This design comes from an exercise in tuning for small area, a short achievable clock period and few clock cycles per item on the open sky130 flow, not from production work.
RTL that was checked went through simulation tests only; none was proved equivalent to the original.
The RTL of run 1 was laid out without a check of its function.
No activity file was given, so power comes from the tool's default toggle rates.

==> flow/design.v, too long to show whole: its modules and the start of the top module <==
// module tdm_slot_timer_unit: 3079 lines
module tdm_slot_timer_unit (
   input  logic        clock,
   input  logic        reset,
   input  logic        req_valid,
   output logic        req_ready,
   input  logic [47:0] req_now_time,
   output logic        rsp_valid,
   input  logic        rsp_ready,
   output logic [1:0]  rsp_current_slot,
   output logic        rsp_is_own,
   output logic [48:0] rsp_next_own_start,
   output logic [32:0] rsp_wait_time,
   output logic        rsp_error,
   input  logic        csr_we,
   input  logic [2:0]  csr_index,
   input  logic [15:0] csr_wdata
);
  // ...
==> flow/flow/run.sh <==
#!/bin/bash
# Standard layout, with these changes to how it is made:
#  - ports are buffered with buf_4 cells;
#  - the repair steps aim at a larger setup margin but work on the worst
#    endpoints only;
#  - clock tree sinks are clustered in larger groups.
set -euo pipefail
bash standard.sh SETUP_SLACK_MARGIN=6.5 TNS_END_PERCENT=5 \
  CTS_CLUSTER_SIZE=25 CTS_CLUSTER_DIAMETER=100 \
  BUFFER_PORTS_ARGS="-buffer_cell sky130_fd_sc_hd__buf_4" finish > standard.log 2>&1
==> flow/standard.sh <==
#!/bin/bash
# synth_recipe.tcl (not shown) runs the flow's synth.tcl, then flattens the netlist and writes it again
# the make line also repeats each setting of config.mk as NAME=value (left out here)
make -C /OpenROAD-flow-scripts/flow DESIGN_CONFIG=/design/flow/config.mk WORK_HOME=/design/flow/orfs CLKGATE_MAP_FILE= SYNTH_SCRIPT=/design/flow/synth_recipe.tcl "${@:-finish}"
==> flow/config.mk <==
export PLATFORM = sky130hd
export DESIGN_NAME = tdm_slot_timer_unit
export DESIGN_NICKNAME = tdm_slot_timer_unit
export VERILOG_FILES = /design/flow/design.v
export SDC_FILE = /design/flow/constraint.sdc
export NUM_CORES = 4
export LEC_CHECK = 0
export CAP_MARGIN = 20
export CORE_MARGIN = 2
export CORE_UTILIZATION = 40
export SLEW_MARGIN = 20
==> flow/constraint.sdc <==
create_clock -name core_clock -period 10.0 [get_ports {clock}]
set_input_delay 2.0000 -clock core_clock [delete_from_list [all_inputs] [get_ports {clock}]]
set_output_delay 2.0000 -clock core_clock [all_outputs]
set_load 0.01 [all_outputs]
==> flow_summary.ini, run 1 <==
[status]
outcome = complete, no violations

[layout]
multiInputGateArea_sq_um = 35300
nonClkBufAreaFrac_pct = 3.76
fin_util_pct = 45.1

[floorplanning]
io_pins = 160
die_x_microns = 405

[drt]
ant_nets = 0
finalWirelength_microns = 170000

[placement]
detailed_place.area_sq_um = 68100
gp_congestion = 0.879
dp.cells = 8215

[critical_path]
r2r_start = cm1[0]
crit_type = reg2reg
worstRegToRegCells = 14
critPathLaunch = cm1[0]

[yosys]
synth_xor_area_share_pct = 4.98
syn_avg_cell_area_sq_um = 10.6
synth_cell_types = 97
synth_async_sr_flop_share_pct = 0
synth_ff_type = dfxtp_1

[pwr]
power.switching_mw = 9.37
total_power_mw = 22.7
p_seq_share_pct = 32.0

[cts]
clock_sinks = 1339
cts_buffers = 70

[sta]
fin_crit_ps = 3950
setup_ws_ps = 6050

[grt]
grt_max_degree = 91
grt.met2_usage_pct = 32.6
==> run 2: changes to the inputs <==
--- a/flow/design.v
+++ b/flow/design.v
@@ -192,17 +192,17 @@
    wire [1:0] s0_3_x = tr0;
    wire [1:0] s0_3_y = ~m3p[1:0];
    wire [1:0] s0_3_g = s0_3_x & s0_3_y;
    wire [1:0] s0_3_p = s0_3_x ^ s0_3_y;
    wire s0_3_G2 = s0_3_g[1] | (s0_3_p[1] & (s0_3_g[0] | s0_3_p[0]));
    wire [1:0] s0_3_s = s0_3_p ^ {(s0_3_g[0] | s0_3_p[0]), 1'b1};
    wire s0_3_co = s0_3_G2;
    assign d0_3 = s0_3_s;
-   wire ge0_3 = s0_3_co & hz3p[2];
+   wire ge0_3 = s0_3_co & hzp[1];
    logic [1:0] q0;
    assign q0 = ge0_3 ? d0_3[1:0] : ge0_2 ? d0_2[1:0] : ge0_1 ? d0_1[1:0] : tr0[1:0];
    wire [1:0] rn0 = q0;
    logic [3:0] tr2;
    assign tr2 = {r0, n0[45], n0[44]};
    logic [3:0] d2_1;
    wire [3:0] s2_1_x = tr2;
    wire [3:0] s2_1_y = ~m1[3:0];
==> run 2 against run 1 <==
Still clean. Non-clock buffer count fell by 24. Wire length fell by 3.5%. Combinational power barely moved. Worst setup slack improved by 210 ps. Area after synthesis fell by 0.55%. Via count fell by 2.0%. Clock power rose by 1%. Synthesized cell count fell by 1.7%. Critical path type unchanged. Highest routed layer unchanged.
==> flow_summary.ini, run 2 <==
[status]
outcome = complete, no violations

[grt]
grt_pass1_vias = 42900
antenna_found_initial = 8
overflow = 0
grt_pass1_wl_microns = 250000
grt_use_total_pct = 19.6
grt_max_degree = 91

[critical_path]
critPathMaxFanout = 5
worstRegToRegCells = 18
required_ps = 10610
crit_arrival_ps = 4350
crit_path_start_kind = flip-flop
end_kind = flip-flop
crit_type = reg2reg
reg2reg_slack_ps = 6250
critPathLaunch = r15[1]
r2r_start = r15[1]

[yosys]
syn_avg_cell_area_sq_um = 10.8
ys_warn_count = 1
synth_area_leaders = dfxtp_1 (38%), ha_1 (14%), edfxtp_1 (6.5%)
synth_area_leader_cell = dfxtp_1
synth-seq-cells = 1339
synth_cell_types = 104
synth_ff_type = dfxtp_1
postSynthCellCount = 5942
yosysTopAreaCellShare_pct = 37.6
synthTopCellsByCount = dfxtp_1 (1201), ha_1 (695), nand2_1 (417)
yosysMostFrequentCell = dfxtp_1
synth_edf_count = 138
syn_area_sq_um = 63900
synth_async_sr_flop_share_pct = 0
synth_seq_area_share_pct = 44.1

[drt]
dr.pass1.iters = 6
avgRoutedWirePerCell_microns = 19.8
route.detailed.drc = 0
finalWirelength_microns = 164000
first_iter_violations = 2702
vias_per_cell = 5.32
ant_nets = 0
vias = 44200

[floorplanning]
io_pins = 160
fp.dieH_microns = 404
die_x_microns = 404
start_util_pct = 40.3
num_rows = 146
core-area_sq_um = 159000
dieArea_sq_um = 163000

[sta]
max_freq_mhz = 267
rsz0062_at_grt = true
setup_ws_ps = 6250
fin_tns_setup_ps = 0
finalSetupViolCount = 0
slew_violations = 0
relSlewSlack_pct = 16.0
worstMarginPinSlew_ps = 1250
fin_crit_ps = 3750
hold_violations = 0
fin_crit_sh_pct = 37.5
skew_ps = 46.4

[min_path]
holdPathStages = 0
worstHoldStart = n7[26]
hold_class = reg2reg

[placement]
hpwl_microns = 115000
detailed_place.area_sq_um = 67600
gp_congestion = 0.864
pre_cts_ws_ps = 4560
dp.cells = 8095
port_buffers = 143

[cts]
cts_tree = built
clk_pin_slew_ps = 100
clock_sinks = 1339
hold_buffers = 0
root_buffer = clkbuf_16
cts_buffers = 72
clockBufferDepth = 3
clock_latency_ps = 740
cts.htree.levels = 3

[layout]
multiInputGateArea_sq_um = 34800
seqCellArea_sq_um = 28200
drive_above_1_share_pct = 12.0
stdcell_count = 8301
layout.nets = 7139
reg_top3 = out_q (69), skid_q (69)
final_cell_mix = dfxtp_1 (1183), ha_1 (691), nand2_1 (414)
postLayoutCellArea_sq_um = 71600
final_common_cell = dfxtp_1
area_growth_pct = 12.1
fillers = 14700

[pwr]
vdd_ir_drop_max_mv = 0.165
p_leak_nw = 30.0
power_density_nw_per_um2 = 322

[job]
cap_violations = 0
[run 2: cell count changes after synthesis, sizes merged, moves of 21 or more]
cell and delta:
nor2 -38, a211oi +22, or3 -27, o21ai +29, a21oi -21, mux2i -25, o211ai -30, nor3 -32
xnor2 +32, inv +27, buf +21
[run 2: metrics by stage]
step	util (%)	hold slack, ps	total power [mW]
4_1_cts	44.6	306	22.8
6_report	45.2	304	23.1
3_3_place_gp	42.6	310	18.8
2_1_floorplan	-	310	16.2
3_5_place_dp	42.6	312	19.1
5_1_grt	45.2	314	25.0
[run 2: worst paths after layout]
path / to
setup reg to reg: sd[15]
hold reg to reg: n8[26]
setup / recovery: sd[15]
hold / removal: n8[26]
[run 2: cells by family after synthesis]
group | after synthesis | synth area share (%)
XOR/XNOR | 378 | 5.18
AND/OR/NAND/NOR | 1271 | 9.41
other | 1 | 0.00587
flip-flops | 1339 | 44.1
adder cells (fa/ha/maj) | 883 | 19.5
AO/OA/AOI/OAI | 1334 | 13.9
buffers and inverters | 450 | 2.83
multiplexers | 286 | 5.06
[run 2: timing repair]
| action | in CTS | in global routing |
|---|---|---|
| resized for setup | 91 | 123 |
| pin swaps | 21 | 38 |
| cloned | 8 | 4 |
| buffers inserted | 42 | 33 |
| endpoints found under the setup margin | 258 | 251 |
[run 2: metal layers]
layer  wire length [microns]  part of all wire [%]  track usage [%]
met4                    5530                   3.4             6.33
met3                    7030                   4.3             2.56
met2                   75600                    46             32.1
met5                       0                     0                0
met1                   76000                    46             26.9
[run 2: worst max-delay path, stage by stage, from the launching register on]
cell and delay [ps]:
dfxtp_4 410, inv_4 60, ha_4 200, and3b_1 150, o21a_1 180, o21a_1 210
o2111ai_2 220, a21oi_2 80, o2111ai_1 200, a21oi_1 100, a211oi_2 220, buf_4 170
nand2_2 60, o211a_1 250, ha_4 250, nand2b_4 140, a21oi_4 250, buf_12 160
mux2_4 290
[run 2: layout make-up]
type                            count  area share, %
Tap cell                         2072           3.62
Multi-Input combinational cell   4175           48.6
Sequential cell                  1339           39.4
Inverter                          301           1.61
Antenna cell                        4         0.0140
Clock inverter                     23          0.519
Clock buffer                       92           2.65
Timing Repair Buffer              295           3.62
[run 2: where the power goes]
group / internal [mW] / leakage, nW / switching, mW / total (mW)
logic: 5.77 / 17.4 / 6.77 / 12.5
clock network: 1.42 / 1.08 / 1.88 / 3.30
registers: 6.36 / 11.5 / 0.884 / 7.24
Testbench counts of run 2, summed over its fixed seeds: cycles 8,144, items 8,000.
==> run 3: changes to the inputs <==
--- a/flow/flow/run.sh
+++ b/flow/flow/run.sh
@@ -7,3 +7,3 @@
 set -euo pipefail
-bash standard.sh SETUP_SLACK_MARGIN=6.5 TNS_END_PERCENT=5 \
+bash standard.sh SETUP_SLACK_MARGIN=6.5 TNS_END_PERCENT=20 \
   CTS_CLUSTER_SIZE=25 CTS_CLUSTER_DIAMETER=100 \
==> run 3 against run 2 <==
Still clean. Wire length grew 2.0%. Synthesized cell count unchanged. Global-route usage grew 0.19 points. Sequential share of layout area decreased by 0.77 points. Critical path depth fell by 4. Final area increased by 2.0%. Critical endpoint is now r12[12]. Largest power group unchanged.
==> flow_summary.ini, run 3 <==
[status]
outcome = complete, no violations

[placement]
hpwl_microns = 115000
port_buffers = 143
pre_cts_ws_ps = 5070
dp.cells = 8097
gp_congestion = 0.884
detailed_place.area_sq_um = 67600

[drt]
route.detailed.drc = 0
vias = 44500
avgRoutedWirePerCell_microns = 20.0
vias_per_cell = 5.31
met2_length_microns = 79300
finalWirelength_microns = 168000
first_iter_violations = 2846
wl_met1_microns = 76200
dr.pass1.iters = 7
ant_nets = 0
top_layer = met5
wl_met3_microns = 6810

[pwr]
p_clk_share_pct = 13.6
p_comb_share_pct = 56.1
power_density_nw_per_um2 = 326
p_seq_share_pct = 30.3
power.switching_mw = 9.82
p_leak_nw = 30.5
vdd_ir_drop_max_mv = 0.153
intPower_mw = 14.0
netSwitchingFraction_pct = 41.2

[yosys]
synthTopCellsByCount = dfxtp_1 (1201), ha_1 (695), nand2_1 (417)
yosysTopAreaCellShare_pct = 37.6
synth_area_leader_cell = dfxtp_1
syn_avg_cell_area_sq_um = 10.8
synth_edf_count = 138
synth_ff_type = dfxtp_1
synth_seq_area_share_pct = 44.1
postSynthCellCount = 5942
synth_async_sr_flop_share_pct = 0
yosysMostFrequentCell = dfxtp_1
synth-seq-cells = 1339
ys_warn_count = 1
synth_area_leaders = dfxtp_1 (38%), ha_1 (14%), edfxtp_1 (6.5%)
synth_cell_types = 104
syn_area_sq_um = 63900

[critical_path]
crit_path_start_kind = flip-flop
end_kind = flip-flop
critPathMaxFanout = 15
cp_top_family = compound AO/OA/AOI/OAI gates
crit_type = reg2reg
critPathSlowestCell = dfxtp_4
reg2reg_to = r12[12]
crit_arrival_ps = 4290
worstRegToRegCells = 14
crit_path_frequent_cell = a211oi_1
critical-path-max-stage-delay_ps = 450
reg2reg_slack_ps = 6300
required_ps = 10590
cp_num_buf_inv = 2
path_cells = clkbuf_16 > ha_1 > fa_1 > nor2b_1 > o31a_1 > o41a_1 > o22a_1 > a41o_1 > a31oi_4 > buf_12 > nor2_1 > a211oi_1 > a211oi_1 > a21o_1
r2r_start = c3[0]

[sta]
fin_crit_sh_pct = 37.0
setup_ws_ps = 6300
fin_tns_setup_ps = 0
finalSetupViolCount = 0
max_freq_mhz = 270
rsz0062_at_grt = true
skew_ps = 41.0
fin_crit_ps = 3700
relSlewSlack_pct = 9.87
hold_violations = 0
worstMarginPinSlew_ps = 1340
slew_violations = 0

[min_path]
worstHoldStart = n6[17]
min_to = n7[17]
hold_class = reg2reg
holdPathStages = 0

[layout]
reg_top3 = out_q (69), skid_q (69)
drive_above_1_share_pct = 14.5
area_growth_pct = 14.4
postLayoutCellArea_sq_um = 73100
final_cell_mix = dfxtp_1 (1175), ha_1 (678), nand2_1 (414)
final_common_cell = dfxtp_1
stdcell_count = 8381
layout.nets = 7227

[floorplanning]
num_rows = 146
fp.dieH_microns = 404
start_util_pct = 40.3
core-area_sq_um = 159000
dieArea_sq_um = 163000
die_x_microns = 404
io_pins = 160

[cts]
root_buffer = clkbuf_16
clockBufferDepth = 3
clock_latency_ps = 720
cts_buffers = 71
cts.htree.levels = 3
cts_tree = built
clk_pin_slew_ps = 100
clock_sinks = 1339

[job]
cap_violations = 0

[grt]
grt_use_total_pct = 19.8
grt_pass1_wl_microns = 252000
antenna_found_initial = 9
overflow = 0
grt_max_degree = 91
grt_pass1_vias = 43300
## run 3: cell types whose count changed in the layout (fill, tap and decap cells not counted), moves of 7 or more
cell     delta
buf_4      +54
a21oi_1    -11
fa_2        +9
fa_1        -9
dfxtp_1     -8
ha_4       +10
o21ai_0     -9
ha_1       -13
buf_12     +10
dfxtp_2     +7
buf_6      +10
a21oi_2    +11
## run 3: worst max-delay path by stage
stage / from / to / slack, ps / cells past startpoint
global route: sf / out_q[65] / 6160 / 13
finish: c3[0] / r12[12] / 6300 / 14
CTS: sf / out_q[61] / 6320 / 13
floorplan: rsp_ready / skid_q[0] / 5910 / 2
global placement: cyc[2] / r11[7] / 5150 / 12
detailed placement: cyc[2] / r11[7] / 5070 / 12
## run 3: power groups by stage
stage                     Sequential [mW]  Combinational [mW]  Clock, mW
final                                7.23                13.4       3.23
after global routing                 7.32                14.9       3.53
after CTS                            7.21                12.3       3.34
after detailed placement             7.32                11.7          0
after global placement               7.34                11.5          0
after floorplan                      7.01                9.26          0
## run 3: what timing repair did
item                       in CTS  in global routing
buffers inserted               60                 91
gates cloned                   10                 13
resized for setup             116                242
setup endpoints to repair     257                247
pin swaps                      31                 83
hold buffers                    0                  0
## run 3: final cells by class
cell class | instances | area, sq um
multi-input cells | 4178 | 35400
clock inverters | 23 | 392
well taps | 2072 | 2590
clock buffers | 86 | 1830
diodes | 1 | 2.50
flip-flops and latches | 1339 | 28200
repair buffers | 381 | 3500
fillers | 14700 | 85500
inverters | 301 | 1160
## run 3: kinds of logic (layout without fill, tap and decap cells)
| family | Yosys count | count (layout) | share of synthesized area, % |
|---|---|---|---|
| buffers and inverters | 450 | 791 | 2.83 |
| other | 1 | 17 | 0.00587 |
| adders and majority gates | 883 | 883 | 19.5 |
| AOI/OAI and AO/OA | 1334 | 1344 | 13.9 |
| xor gates and xnor gates | 378 | 378 | 5.18 |
| and+or+nand+nor | 1271 | 1271 | 9.41 |
| muxes | 286 | 286 | 5.06 |
| DFF | 1339 | 1339 | 44.1 |
## run 3: metrics by stage
stage | utilization [%] | hold slack (ps) | power (mW)
2_1_floorplan | - | 310 | 16.3
3_3_place_gp | 42.6 | 310 | 18.8
3_5_place_dp | 42.7 | 312 | 19.1
4_1_cts | 44.8 | 312 | 22.9
5_1_grt | 46.1 | 310 | 25.8
6_report | 46.1 | 310 | 23.8
## run 3: worst reg2reg max path: cells and delay by family, from the launching register on
| family | cells | cell delay, ps |
|---|---|---|
| DFF | 1 | 450 |
| AOI/OAI and AO/OA | 8 | 2080 |
| buffers and inverters | 2 | 420 |
| adders and majority gates | 2 | 510 |
| and+or+nand+nor | 2 | 130 |
## run 3: per-layer routing
layer  track usage [%]  vias up
li1                  -    21700
met1              26.8    21700
met2              33.1      880
met3              2.18      248
met4              6.40        6
met5                 0        -

## what the ideal ports hide
The results above use ideal ports. As a check the final layouts listed here were re-extracted and re-timed, cells and wires unchanged.
Step 1 assumes that a clkbuf_16 drives the clock port and a buf_2 every other input.
Step 2, shift: input delay + t, output delay - t, t = (earliest + latest rising clock arrival at the registers) / 2. This alone moves slack from input paths to output paths.
a / b / c = no drivers / after step 1 / after step 2; a / b = the first two.
run	shift t [ns]	setup WS [ns]	slew at the worst register clock pin (ns)
run 1	0.776	6.048 / 6.048 / 5.416	0.11 / 0.11
run 2	0.787	6.253 / 6.253 / 5.933	0.10 / 0.10
run 3	0.781	6.300 / 6.300 / 6.002	0.10 / 0.10
After both steps every run listed still meets setup and hold. The setup slack of run 1, which loses most, moves by 0.000 ns with the drivers and by -0.632 ns with both steps.
